Context: an optimization exercise on an open-source flow, tuned for small area, a short achievable clock period and few clock cycles. The choices shown serve that exercise and are no tape-out recipe.
In this exercise RTL edits were held to simulation tests only and were not proved equivalent to the original.
Power figures rest on the tool's default switching activity, not on a simulated workload.

[design.v]
`default_nettype none
package rbte_pkg;
    localparam int DATA_W     = 32;
    localparam int CNT_W      = 5;
    localparam int IDX_W      = 4;
    localparam int OP_W       = 2;
    localparam int CFG_IDX_W  = 2;
    localparam int CFG_DATA_W = 32;
    localparam int CAP_LIMIT = (1 << CNT_W) - 1;
    localparam int DEF_MAX_ENTRIES  = 16;
    localparam int DEF_ELEMENT_BITS = 32;
    localparam logic [CFG_IDX_W-1:0] REG_CAPACITY = CFG_IDX_W'(0);
    localparam logic [CFG_IDX_W-1:0] REG_MASK     = CFG_IDX_W'(1);
    localparam int                    RESET_CAPACITY = 16;
    localparam logic [CFG_DATA_W-1:0] RESET_MASK     = '1;
    typedef enum logic [OP_W-1:0] {
        OP_ADD    = 2'd0,
        OP_FIND   = 2'd1,
        OP_UPDATE = 2'd2,
        OP_REMOVE = 2'd3
    } op_t;
endpackage
`default_nettype wire
`default_nettype none
module rbte_ram #(
    parameter int WIDTH = 32
) (
    input  wire logic             hold,
    input  wire logic             write,
    input  wire logic             shift,
    input  wire logic [WIDTH-1:0] cur,
    input  wire logic [WIDTH-1:0] wdata,
    input  wire logic [WIDTH-1:0] up,
    output logic      [WIDTH-1:0] nxt
);
    assign nxt = ({WIDTH{hold}}  & cur) |
                 ({WIDTH{write}} & wdata) |
                 ({WIDTH{shift}} & up);
endmodule
`default_nettype wire
`default_nettype none
module rbte_slot_unit #(
    parameter int ELEMENT_BITS = 32
) (
    input  wire logic [ELEMENT_BITS-1:0] entry,
    input  wire logic [ELEMENT_BITS-1:0] need1_n,
    input  wire logic [ELEMENT_BITS-1:0] need0,
    output logic                         match
);
    assign match = ((~entry & ~need1_n) == '0) && ((entry & need0) == '0);
endmodule
`default_nettype wire
`default_nettype none
import rbte_pkg::*;
module ring_buffer_table_engine #(
    parameter int MAX_ENTRIES  = rbte_pkg::DEF_MAX_ENTRIES,
    parameter int ELEMENT_BITS = rbte_pkg::DEF_ELEMENT_BITS
) (
    input  wire logic                            clk,
    input  wire logic                            rst_n,
    input  wire logic                            in_valid,
    output logic                                 in_ready,
    input  wire logic [rbte_pkg::OP_W-1:0]       opcode,
    input  wire logic [rbte_pkg::DATA_W-1:0]     item_value,
    input  wire logic [rbte_pkg::IDX_W-1:0]      logical_index,
    output logic                                 out_valid,
    input  wire logic                            out_ready,
    output logic                                 found,
    output logic      [rbte_pkg::IDX_W-1:0]      match_index,
    output logic      [rbte_pkg::DATA_W-1:0]     match_value,
    output logic                                 status,
    output logic      [rbte_pkg::CNT_W-1:0]      fill_count,
    input  wire logic                            cfg_valid,
    output logic                                 cfg_ready,
    input  wire logic [rbte_pkg::CFG_IDX_W-1:0]  cfg_index,
    input  wire logic [rbte_pkg::CFG_DATA_W-1:0] cfg_data
);
    localparam int N  = 16;
    localparam int DW = 32;
    localparam int RW = 1 + IDX_W + DW + 1 + CNT_W;    
    logic              in_ready_reg;
    logic              c_valid;
    logic [DW-1:0]     c_val;       
    logic [N-1:0]      c_wsel;      
    logic [N-1:0]      c_shsel;     
    logic [N-1:0]      c_hit;       
    logic              c_status;
    logic [CNT_W-1:0]  c_fill;      
    logic [CNT_W-1:0]  count_reg;
    logic [CNT_W-1:0]  cap_reg;
    logic [DW-1:0]     mask_reg;
    logic [DW-1:0]     entry [N];
    logic              o_valid;
    logic [RW-1:0]     o_word;
    logic              s_valid;
    logic [RW-1:0]     s_word;
    logic exec;
    logic c_valid_next, s_valid_next, o_valid_next;
    logic o_load, o_from_s, s_load;
    assign exec = c_valid && !s_valid;
    assign o_from_s = s_valid && (!o_valid || out_ready);
    assign o_load   = (!o_valid || out_ready) && (s_valid || exec);
    assign s_load   = exec && o_valid && !out_ready;
    assign o_valid_next = o_load || (o_valid && !out_ready);
    assign s_valid_next = s_load || (s_valid && o_valid && !out_ready);
    assign c_valid_next = (in_valid && in_ready_reg) || (c_valid && !exec);
    logic [N-1:0] wsel, shsel, hsel;
    assign wsel  = c_wsel & {N{exec}};
    assign shsel = c_shsel & {N{exec}};
    assign hsel  = ~(wsel | shsel);
    logic [CNT_W-1:0] count_next;
    assign count_next = exec ? c_fill : count_reg;
    logic [N-1:0] below;
    logic [N-1:0] first;
    always_comb
    begin
        below[0] = 1'b0;
        for (int j = 1; j < N; j++)
        begin
            below[j] = below[j-1] | c_hit[j-1];
        end
        first = c_hit & ~below;
    end
    logic             r_found;
    logic [IDX_W-1:0] r_index;
    logic [DW-1:0]    r_value;
    always_comb
    begin
        r_found = |c_hit;
        r_index = '0;
        r_value = '0;
        for (int j = 0; j < N; j++)
        begin
            r_index = r_index | (first[j] ? IDX_W'(j) : '0);
            r_value = r_value | (first[j] ? entry[j] : '0);
        end
    end
    logic [RW-1:0] r_word;
    assign r_word = {r_found, r_index, r_value, c_status, c_fill};
    logic is_add, is_find, is_upd, is_rem;
    assign is_add  = (opcode == 2'd0);
    assign is_find = (opcode == 2'd1);
    assign is_upd  = (opcode == 2'd2);
    assign is_rem  = (opcode == 2'd3);
    logic             full;
    logic             idx_ok;
    logic [CNT_W-1:0] add_pos;
    assign full    = (count_next == cap_reg);
    assign idx_ok  = ({1'b0, logical_index} < count_next);
    assign add_pos = full ? (cap_reg - CNT_W'(1)) : count_next;
    logic [N-1:0] wsel_next, shsel_next;
    always_comb
    begin
        for (int j = 0; j < N; j++)
        begin
            wsel_next[j]  = (is_add && (add_pos == CNT_W'(j))) ||
                            (is_upd && idx_ok && (logical_index == IDX_W'(j)));
            shsel_next[j] = !wsel_next[j] &&
                            ((is_add && full) ||
                             (is_rem && idx_ok && (logical_index <= IDX_W'(j))));
        end
    end
    logic             status_next;
    logic [CNT_W-1:0] fill_next;
    assign status_next = is_find ? (count_next == '0) : ((is_upd || is_rem) && !idx_ok);
    always_comb
    begin
        if (is_add && !full)
        begin
            fill_next = count_next + CNT_W'(1);
        end
        else if (is_rem && idx_ok)
        begin
            fill_next = count_next - CNT_W'(1);
        end
        else
        begin
            fill_next = count_next;
        end
    end
    logic [DW-1:0] need1_n;    
    logic [DW-1:0] need0;      
    assign need1_n = ~(item_value & mask_reg);
    assign need0   = ~item_value & mask_reg;
    logic [N-1:0] raw_hit;
    logic         wr_hit;
    for (genvar j = 0; j < N; j++)
    begin : g_cmp
        rbte_slot_unit #(
            .ELEMENT_BITS (DW)
        ) u_cmp (
            .entry   (entry[j]),
            .need1_n (need1_n),
            .need0   (need0),
            .match   (raw_hit[j])
        );
    end
    rbte_slot_unit #(
        .ELEMENT_BITS (DW)
    ) u_cmp_wr (
        .entry   (c_val),
        .need1_n (need1_n),
        .need0   (need0),
        .match   (wr_hit)
    );
    logic [N-1:0] hit_next;
    always_comb
    begin
        for (int j = 0; j < N; j++)
        begin
            hit_next[j] = ((wsel[j]  && wr_hit) ||
                           (shsel[j] && ((j == N-1) ? raw_hit[j] : raw_hit[(j+1) % N])) ||
                           (hsel[j]  && raw_hit[j])) &&
                          is_find && (CNT_W'(j) < count_next);
        end
    end
    logic [CNT_W-1:0] cap_written;
    always_comb
    begin
        if (cfg_data[CNT_W-1:0] == '0)
        begin
            cap_written = CNT_W'(1);
        end
        else if (cfg_data[CNT_W-1:0] > CNT_W'(N))
        begin
            cap_written = CNT_W'(N);
        end
        else
        begin
            cap_written = cfg_data[CNT_W-1:0];
        end
    end
    logic cfg_cap, cfg_mask;
    assign cfg_cap  = cfg_valid && (cfg_index == REG_CAPACITY);
    assign cfg_mask = cfg_valid && (cfg_index == REG_MASK);
    always_ff @(posedge clk or negedge rst_n)
    begin
        if (!rst_n)
        begin
            in_ready_reg <= 1'b1;
            c_valid      <= 1'b0;
            o_valid      <= 1'b0;
            s_valid      <= 1'b0;
            count_reg    <= '0;
            cap_reg      <= CNT_W'(RESET_CAPACITY);
            mask_reg     <= RESET_MASK;
        end
        else
        begin
            in_ready_reg <= !c_valid_next || !s_valid_next;
            c_valid      <= c_valid_next;
            o_valid      <= o_valid_next;
            s_valid      <= s_valid_next;
            if (cfg_cap)
            begin
                cap_reg   <= cap_written;
                count_reg <= '0;
            end
            else
            begin
                count_reg <= count_next;
            end
            if (cfg_mask)
            begin
                mask_reg <= cfg_data;
            end
        end
    end
    always_ff @(posedge clk)
    begin
        if (in_ready_reg)
        begin
            c_val    <= item_value;
            c_wsel   <= wsel_next;
            c_shsel  <= shsel_next;
            c_hit    <= hit_next;
            c_status <= status_next;
            c_fill   <= fill_next;
        end
        if (o_load)
        begin
            o_word <= o_from_s ? s_word : r_word;
        end
        if (s_load)
        begin
            s_word <= r_word;
        end
    end
    logic [DW-1:0] entry_next [N];
    for (genvar j = 0; j < N; j++)
    begin : g_ent
        rbte_ram #(
            .WIDTH (DW)
        ) u_next (
            .hold  (hsel[j]),
            .write (wsel[j]),
            .shift (shsel[j]),
            .cur   (entry[j]),
            .wdata (c_val),
            .up    ((j == N-1) ? entry[j] : entry[(j+1) % N]),
            .nxt   (entry_next[j])
        );
    end
    always_ff @(posedge clk)
    begin
        for (int j = 0; j < N; j++)
        begin
            entry[j] <= entry_next[j];
        end
    end
    assign in_ready  = in_ready_reg;
    assign cfg_ready = 1'b1;
    assign out_valid = o_valid;
    assign {found, match_index, match_value, status, fill_count} = o_word;
endmodule
`default_nettype wire
[flow/run.sh]
#!/bin/bash
set -euo pipefail
export BUFFER_PORTS_ARGS="-buffer_cell sky130_fd_sc_hd__buf_4"
bash standard.sh > flow_make.log 2>&1
[standard.sh]
#!/bin/bash
# synth_recipe.tcl (not shown) runs the flow's synth.tcl, then flattens the netlist and writes it again
# the make line also repeats each setting of config.mk as NAME=value (left out here)
make -C /OpenROAD-flow-scripts/flow DESIGN_CONFIG=/design/flow/config.mk WORK_HOME=/design/flow/orfs CLKGATE_MAP_FILE= SYNTH_SCRIPT=/design/flow/synth_recipe.tcl "${@:-finish}"
[config.mk]
export PLATFORM = sky130hd
export DESIGN_NAME = ring_buffer_table_engine
export DESIGN_NICKNAME = ring_buffer_table_engine
export VERILOG_FILES = /design/flow/design.v
export SDC_FILE = /design/flow/constraint.sdc
export NUM_CORES = 4
export LEC_CHECK = 0
export CAP_MARGIN = 20
export CELL_PAD_IN_SITES_DETAIL_PLACEMENT = 1
export CELL_PAD_IN_SITES_GLOBAL_PLACEMENT = 1
export CORE_MARGIN = 2
export CORE_UTILIZATION = 35
export PLACE_DENSITY = 0.45
export SETUP_SLACK_MARGIN = 4.7
export SLEW_MARGIN = 20
export SYNTH_HIERARCHICAL = 1
export SYNTH_MINIMUM_KEEP_SIZE = 0
[constraint.sdc]
create_clock -name core_clock -period 8.0 [get_ports {clk}]
set_input_delay 1.6000 -clock core_clock [delete_from_list [all_inputs] [get_ports {clk}]]
set_output_delay 1.6000 -clock core_clock [all_outputs]
set_load 0.01 [all_outputs]
==> flow_summary_export.csv, run 1 <==
group,metric,value,unit
clock_tree,cts_buffer_depth,3,
floorplanning,start_util,35.30,%
setup_path,path_cells,"buf_12, nor2b_4, buf_6, buf_12, buf_12, and2_1, a2111oi_4, nand4_1, nor4_4, buf_4, a22oi_1, a221oi_2",
finish,final_area,45500,µm²
yosys,yosysMostFrequentCell,"inv_1",
pwr,total_power,19550,µW
clock_tree,ctsHoldBuffers,0,
setup_path,required,8.48,ns
clock_tree,clock-root-buffer,"clkbuf_16",
min_path,holdPathEnd,"s_word[5]",
yosys,syn-num-nets,3925,
place,dp_hpwl,160300,µm
finish,num-fill-cells,11804,
setup_path,endpoint_kind,"flop",
clock_tree,clkLatencyLatePin,0.69,ns
yosys,async_flop_share,6.301,%
drt,dr.first_iter.drc_count,7349,
sta,skew,0.03507,ns
setup_path,rrSetupSlack,4.65,ns
yosys,syn_inst,3840,
clock_tree,htree_levels,3,
place,placed_area,40250,µm²
global_routing,grt_pass1_vias,38182,
yosys,synth.avg_cell_area,9.841,µm²
status,status,"complete, no violations",
global_routing,grt_max_degree,47,
setup_path,r2r_end,"c_hit[2]",
clock_tree,cts_tree,"built",
floorplanning,io_pins,123,
finish,syn_to_final_growth,20.41,%
drt,drc,0,
yosys,yosysTopAreaCellShare,27.12,%
setup_path,arrival,3.95,ns
sta,worst_slew_pin_slew,1.227,ns
finish,post-route-util,42.50,%
sta,fin_crit_sh,43.33,%
floorplanning,placementRows,120,
setup_path,crit_path_top_delay_cell,"nand4_1",
drt,wl_per_cell,40.52,µm
sta,fin_crit,3.466,ns
setup_path,r2r-start,"c_valid",
pwr,p_leak,0.01859,µW
sta,hold_violations,0,
sta,grt_setup_unrepaired,"yes",
sta,slew_headroom,18.03,%
drt,routed_wl,222000,µm
clock_tree,clk_transition_reported_paths,0.06,ns
place,io_buffers,121,
sta,slew_viol_final,0,
min_path,min_from,"c_status",
yosys,synthTopCellsByCount,"inv_1 (523), a222oi_1 (512), dfxtp_1 (512), nor2_1 (226), a221oi_1 (223)",
floorplanning,chipWidth,332.6,µm
setup_path,critical_path.max_stage_delay,0.48,ns
yosys,synth_ff_type,"dfxtp_1",
drt,vias,39164,
yosys,synth_edf_count,172,
yosys,yosys_warnings,10,
global_routing,grt_overflow,0,
finish,reg_top3,"entry x512, o_word x43, s_word x43",
drt,viasPerCell,7.149,
sta,setup_violations,0,
pwr,pwr_density_cell,429.7,nW/µm²
yosys,synth_largest_area_cell,"dfxtp_1",
floorplanning,die_h,332.6,µm
flow_run,maxCapViolations,0,
sta,setup_tns,0,ns
global_routing,grt_pass1_wl,308300,µm
sta,fmax,288.5,MHz
finish,drive_above_1_share,20.78,%
finish,largest_register,"entry",
yosys,ys_top_cells_by_area,"dfxtp_1 (27%), edfxtp_1 (14%), a222oi_1 (14%), inv_1 (5.2%), a221oi_1 (5.2%)",
min_path,min_path_cells,0,
setup_path,cp_common_cell,"buf_12",
global_routing,antenna_found_initial,13,
clock_tree,clock_sinks,730,
global_routing,grt.total_usage,38.76,%
setup_path,crit_fanout,6,
clock_tree,numCtsBuffers,90,
min_path,hold_class,"reg2reg",
sta,timing.hold.ws,0.4579,ns
setup_path,worst_r2r_path_depth,7,
yosys,yosysUniqueCellTypes,70,
pwr,peakVddDrop,199.3,µV
setup_path,worstSetupStartpointType,"primary input",
drt,ant_nets,0,
setup_path,crit_type,"in2reg",
finish,largest_reg_flops,512,
place,place_congestion,1.025,
yosys,ys_seq_area_share,43.95,%
yosys,netlist_area,37790,µm²
floorplanning,core_area,107100,µm²
yosys,ys_seq_elements,730,
floorplanning,dieArea,110600,µm²
finish,nNetsFinal,4078,
drt,dr.pass1.iters,14,
## layout make-up
type / count / area, µm² / share of cell area (%)
antenna: 4 / 10.01 / 0.02200
clock buffer: 136 / 2691 / 5.915
clock inverter: 34 / 332.8 / 0.7315
inverter: 526 / 1981 / 4.353
multi-input combinational: 2325 / 19350 / 42.54
sequential: 730 / 16610 / 36.51
tap: 1403 / 1755 / 3.858
timing repair buffer: 320 / 2763 / 6.072
## layer usage
layer,wire length (µm),track usage (%),vias up
li1,-,-,15958
met5,64,0,-
met2,94390,57.82,2569
met4,16590,24.06,10
met3,23100,8.955,550
met1,87840,50.63,20077
## worst max-delay path by stage
| stage | from | to | slack [ns] | cells past startpoint |
|---|---|---|---|---|
| after floorplan | item_value[11] | c_hit[10] | 4.70 | 9 |
| after global placement | item_value[16] | c_hit[6] | 3.21 | 9 |
| after CTS | item_value[9] | c_hit[8] | 4.64 | 12 |
| after global routing | item_value[9] | c_hit[6] | 4.57 | 13 |
| final | item_value[9] | c_hit[10] | 4.53 | 12 |
| after detailed placement | item_value[16] | c_hit[10] | 3.08 | 8 |
## cells by family (layout without fill, tap and decap cells)
kind of cell / Yosys count / after routing / synth area share, %
simple gates: 764 / 764 / 10.19
compound gates: 1455 / 1455 / 33.60
mux: 84 / 84 / 2.497
buf+inv: 785 / 1016 / 9.158
flops: 730 / 730 / 43.95
xor+xnor: 13 / 13 / 0.3212
fa+ha+maj: 8 / 8 / 0.2649
other cells: 1 / 5 / 0.009924
## layout by cell type (no fill, tap or decap), types with 40 or more instances in the layout
master     instances
a22oi_1           40
nor3_1            46
o2bb2ai_1        135
a211oi_1          96
a22o_1            45
nor2_1           205
nand2_1          147
buf_4            284
o22ai_1          122
mux2_2            78
a221oi_1         139
edfxtp_1         172
a221oi_2          73
nor2b_1           68
dfxtp_1          512
and2_1            66
clkbuf_16         95
a21oi_1           73
nand4_1           68
inv_1            523
a222oi_1         512
## critical path: cells and delay by family
family                 cells  cell delay [ns]
buffers and inverters      5             0.67
AND/OR/NAND/NOR            4             0.98
AO/OA/AOI/OAI              3             0.67
## per-stage QoR
step,setup WS [ns],cells
after global placement,3.207,5228
after detailed placement,3.080,5232
after global routing,4.569,5478
after CTS,4.638,5458
final,4.534,5478
after floorplan,4.703,3840
## where the power goes
group / leakage (µW) / total (µW) / switching [µW] / internal (µW)
Combinational: 0.0105 / 7050 / 4180 / 2880
Clock: 0.00149 / 4240 / 1760 / 2490
Sequential: 0.00657 / 8250 / 2850 / 5410
## timing repair
item,4_1_cts,5_1_grt
endpoints found under the setup margin,101,66
buffers inserted,55,13
cloned,1,0
gates resized for setup,166,66
pin swaps,55,32
hold endpoints to repair,0,0
Testbench counts, summed over its fixed seeds: cycles 4,032.
==> run 2, diff against run 1 <==
--- a/design.v
+++ b/design.v
@@ -95,6 +95,8 @@
     logic              s_valid;
     logic [RW-1:0]     s_word;
     logic exec;
+    logic c_free;      
+    assign c_free = !(c_valid && s_valid);
     logic c_valid_next, s_valid_next, o_valid_next;
     logic o_load, o_from_s, s_load;
     assign exec = c_valid && !s_valid;
@@ -103,7 +105,7 @@
     assign s_load   = exec && o_valid && !out_ready;
     assign o_valid_next = o_load || (o_valid && !out_ready);
     assign s_valid_next = s_load || (s_valid && o_valid && !out_ready);
-    assign c_valid_next = (in_valid && in_ready_reg) || (c_valid && !exec);
+    assign c_valid_next = (in_valid && c_free) || (c_valid && !exec);
     logic [N-1:0] wsel, shsel, hsel;
     assign wsel  = c_wsel & {N{exec}};
     assign shsel = c_shsel & {N{exec}};
@@ -268,7 +270,7 @@
     end
     always_ff @(posedge clk)
     begin
-        if (in_ready_reg)
+        if (c_free)
         begin
             c_val    <= item_value;
             c_wsel   <= wsel_next;
==> flow/run.sh (replaced) <==
#!/bin/bash
set -euo pipefail
export BUFFER_PORTS_ARGS="-buffer_cell sky130_fd_sc_hd__buf_2"
bash standard.sh > flow_make.log 2>&1
--- a/config.mk
+++ b/config.mk
@@ -10,6 +10,7 @@
 export CELL_PAD_IN_SITES_GLOBAL_PLACEMENT = 1
 export CORE_MARGIN = 2
 export CORE_UTILIZATION = 35
+export CTS_BUF_LIST = sky130_fd_sc_hd__clkbuf_8
 export PLACE_DENSITY = 0.45
 export SETUP_SLACK_MARGIN = 4.7
 export SLEW_MARGIN = 20
==> flow_summary_export.csv, run 2 <==
group,metric,value,unit
status,status,"complete, no violations",
finish,largest_register,"entry",
yosys,ys_seq_area_share,44.31,%
floorplanning,core_area,106600,µm²
global_routing,grt_overflow,0,
yosys,syn_inst,3750,
pwr,pwr_density_cell,408.7,nW/µm²
drt,dr.pass1.iters,14,
sta,hold_violations,0,
setup_path,r2r_end,"o_word[13]",
yosys,yosysMostFrequentCell,"a222oi_1",
sta,fin_crit_sh,41.54,%
flow_run,maxCapViolations,0,
global_routing,grt.total_usage,36.61,%
clock_tree,clock_sinks,730,
yosys,synth.avg_cell_area,9.995,µm²
place,dp_cells,5174,
finish,largest_reg_flops,512,
global_routing,grt_pass1_vias,37286,
drt,drc,0,
yosys,synth_ff_type,"dfxtp_1",
clock_tree,clkLatencyLatePin,0.85,ns
sta,skew,0.03396,ns
setup_path,rrSetupSlack,4.68,ns
yosys,ys_seq_elements,730,
drt,ant_nets,0,
yosys,async_flop_share,6.301,%
drt,wl_per_cell,38.56,µm
finish,mostFrequentLayoutCells,"inv_1 (580), a222oi_1 (544), dfxtp_1 (512), nor2_1 (201), nand2_1 (186)",
finish,finalNonFillerCells,5458,
setup_path,required,8.65,ns
floorplanning,dieArea,109700,µm²
sta,timing.hold.ws,0.4815,ns
floorplanning,start_util,35.16,%
pwr,p_leak,0.01799,µW
sta,slew_headroom,18.75,%
setup_path,worstSetupStartpoint,"item_value[5]",
drt,viasPerCell,7.096,
finish,syn_to_final_growth,16.51,%
place,dp_hpwl,150100,µm
sta,fmax,300.9,MHz
sta,worst_slew_pin_slew,1.216,ns
floorplanning,io_pins,123,
yosys,ys_top_cells_by_area,"dfxtp_1 (27%), a222oi_1 (15%), edfxtp_1 (14%), inv_1 (5.3%), a221oi_1 (3.0%)",
place,place_congestion,0.9942,
clock_tree,numCtsBuffers,138,
setup_path,worst_r2r_path_depth,10,
drt,routed_wl,210500,µm
drt,vias,38729,
setup_path,endpoint_kind,"flop",
yosys,syn-num-nets,3835,
yosys,synth_edf_count,172,
finish,nNetsFinal,4029,
finish,drive_above_1_share,21.57,%
setup_path,cp-endpoint,"c_hit[2]",
yosys,synth_largest_area_cell,"dfxtp_1",
drt,dr.first_iter.drc_count,7773,
place,io_buffers,121,
setup_path,r2r-start,"c_hit[1]",
floorplanning,chipWidth,331.2,µm
min_path,hold_class,"reg2reg",
pwr,peakVddDrop,151.0,µV
yosys,yosysUniqueCellTypes,80,
global_routing,antenna_found_initial,6,
yosys,netlist_area,37480,µm²
clock_tree,clk_transition_reported_paths,0.06,ns
clock_tree,ctsHoldBuffers,0,
yosys,synthTopCellsByCount,"a222oi_1 (544), inv_1 (530), dfxtp_1 (512), nor2_1 (221), nand2_1 (220)",
global_routing,grt_max_degree,53,
finish,layout_commonest_cell,"inv_1",
global_routing,grt_pass1_wl,290900,µm
sta,slew_viol_final,0,
finish,post-route-util,40.96,%
floorplanning,die_h,331.2,µm
clock_tree,clock-root-buffer,"clkbuf_8",
floorplanning,placementRows,120,
sta,grt_setup_unrepaired,"yes",
finish,reg_top3,"entry x512, o_word x43, s_word x43",
clock_tree,cts_tree,"built",
setup_path,crit_type,"in2reg",
clock_tree,htree_levels,4,
yosys,yosysTopAreaCellShare,27.35,%
setup_path,arrival,3.98,ns
min_path,min_path_cells,0,
clock_tree,cts_buffer_depth,3,
setup_path,crit_fanout,17,
sta,setup_violations,0,
sta,setup_tns,0,ns
setup_path,worstSetupStartpointType,"primary input",
yosys,yosys_warnings,10,
sta,fin_crit,3.323,ns
==> run 2: changes by cell type after synthesis, sizes merged, moves of 32 or more <==
| cell | change |
|---|---|
| a21oi | -51 |
| a221o | +32 |
| a221oi | -94 |
| a222oi | +32 |
| a22oi | +33 |
| buf | +34 |
| clkbuf | -48 |
| nand2 | +41 |
| nand3 | +34 |
| nor2b | -67 |
| nor3 | -39 |
| o22ai | +35 |
| or3 | +32 |
==> run 2: worst min path at each step <==
stage	start	endpoint	slack, ns
3_5_place_dp	c_status	s_word[5]	0.46
3_3_place_gp	c_status	s_word[5]	0.46
2_1_floorplan	c_status	s_word[5]	0.42
4_1_cts	c_status	s_word[5]	0.47
5_1_grt	c_status	s_word[5]	0.48
6_report	c_status	s_word[5]	0.48
==> run 2: cells by family after synthesis <==
group / count (synthesis) / synth area share (%)
XOR/XNOR: 10 / 0.2337
buffers and inverters: 776 / 9.417
multiplexers: 86 / 2.591
flip-flops: 730 / 44.31
AO/OA/AOI/OAI: 1367 / 32.57
other: 1 / 0.01001
adder cells (fa/ha/maj): 8 / 0.2671
AND/OR/NAND/NOR: 772 / 10.60
==> run 2: final cells by class <==
class / instances / area, µm²
Antenna cell: 3 / 7.507
Clock buffer: 161 / 2216
Clock inverter: 87 / 432.9
Fill cell: 11884 / 62940
Inverter: 531 / 1997
Multi-Input combinational cell: 2246 / 18370
Sequential cell: 730 / 16610
Tap cell: 1403 / 1755
Timing Repair Buffer: 297 / 2283
==> run 2: stage by stage <==
step	area (µm²)	power (µW)	setup WS [ns]
after floorplan	37680	10500	4.703
after global placement	39730	13440	3.266
after detailed placement	39760	13680	3.264
after CTS	42950	17470	4.677
after global routing	43660	18520	4.676
final	43670	17850	4.677
==> run 2: critical path, stage by stage <==
cell	delay (ns)
buf_2	0.14
nand2_2	0.34
o22ai_1	0.22
a221oi_1	0.54
nand4_1	0.30
nor4_4	0.40
nand2_1	0.14
a221oi_2	0.28
==> run 2: report_power, final <==
part | switching (µW) | internal [µW] | leakage, µW
Sequential | 2690 | 5350 | 0.00657
Combinational | 3630 | 2560 | 0.00988
Clock | 1730 | 1890 | 0.00155
==> run 2: per-layer routing <==
metal  track usage (%)  up-vias  routed length, µm
li1                  -    15727                  -
met1             49.12    19848              85020
met2             55.37     2686              91330
met3             8.261      460              22570
met4             18.10        8              11440
met5                 0        -                 89
==> run 2: repair_timing <==
| action | in CTS | in global routing |
|---|---|---|
| cloned | 5 | 2 |
| setup endpoints to repair | 124 | 76 |
| pin swaps | 11 | 30 |
| gates resized for setup | 54 | 95 |
| setup buffers | 13 | 12 |
Testbench counts of run 2, summed over its fixed seeds: cycles 4,032.

-- static timing again, ports no longer ideal --
The results above use ideal ports. As a check the final layouts listed here were re-extracted and re-timed, cells and wires unchanged.
Step 1: set_driving_cell puts a clkbuf_16 on clk and a buf_2 on each other input, an assumption about the parent block.
Step 2 times the ports against the registers' clock, not the clock port: input delays grow and output delays shrink by t, the midpoint of the rising clock arrivals with the driver on.
a / b / c = no drivers / after step 1 / after step 2; a / b = the first two.
run | shift t [ns] | slack for setup (ns) | worst register clock-pin slew, ns
run 1 | 0.750 | 4.534 / 4.350 / 3.601 | 0.06 / 0.06
run 2 | 0.909 | 4.677 / 4.604 / 3.695 | 0.07 / 0.07
After both steps setup and hold are still met in every run listed. For run 2, which loses most, drivers alone change the setup slack by -0.073 ns; drivers and shift together by -0.982 ns.
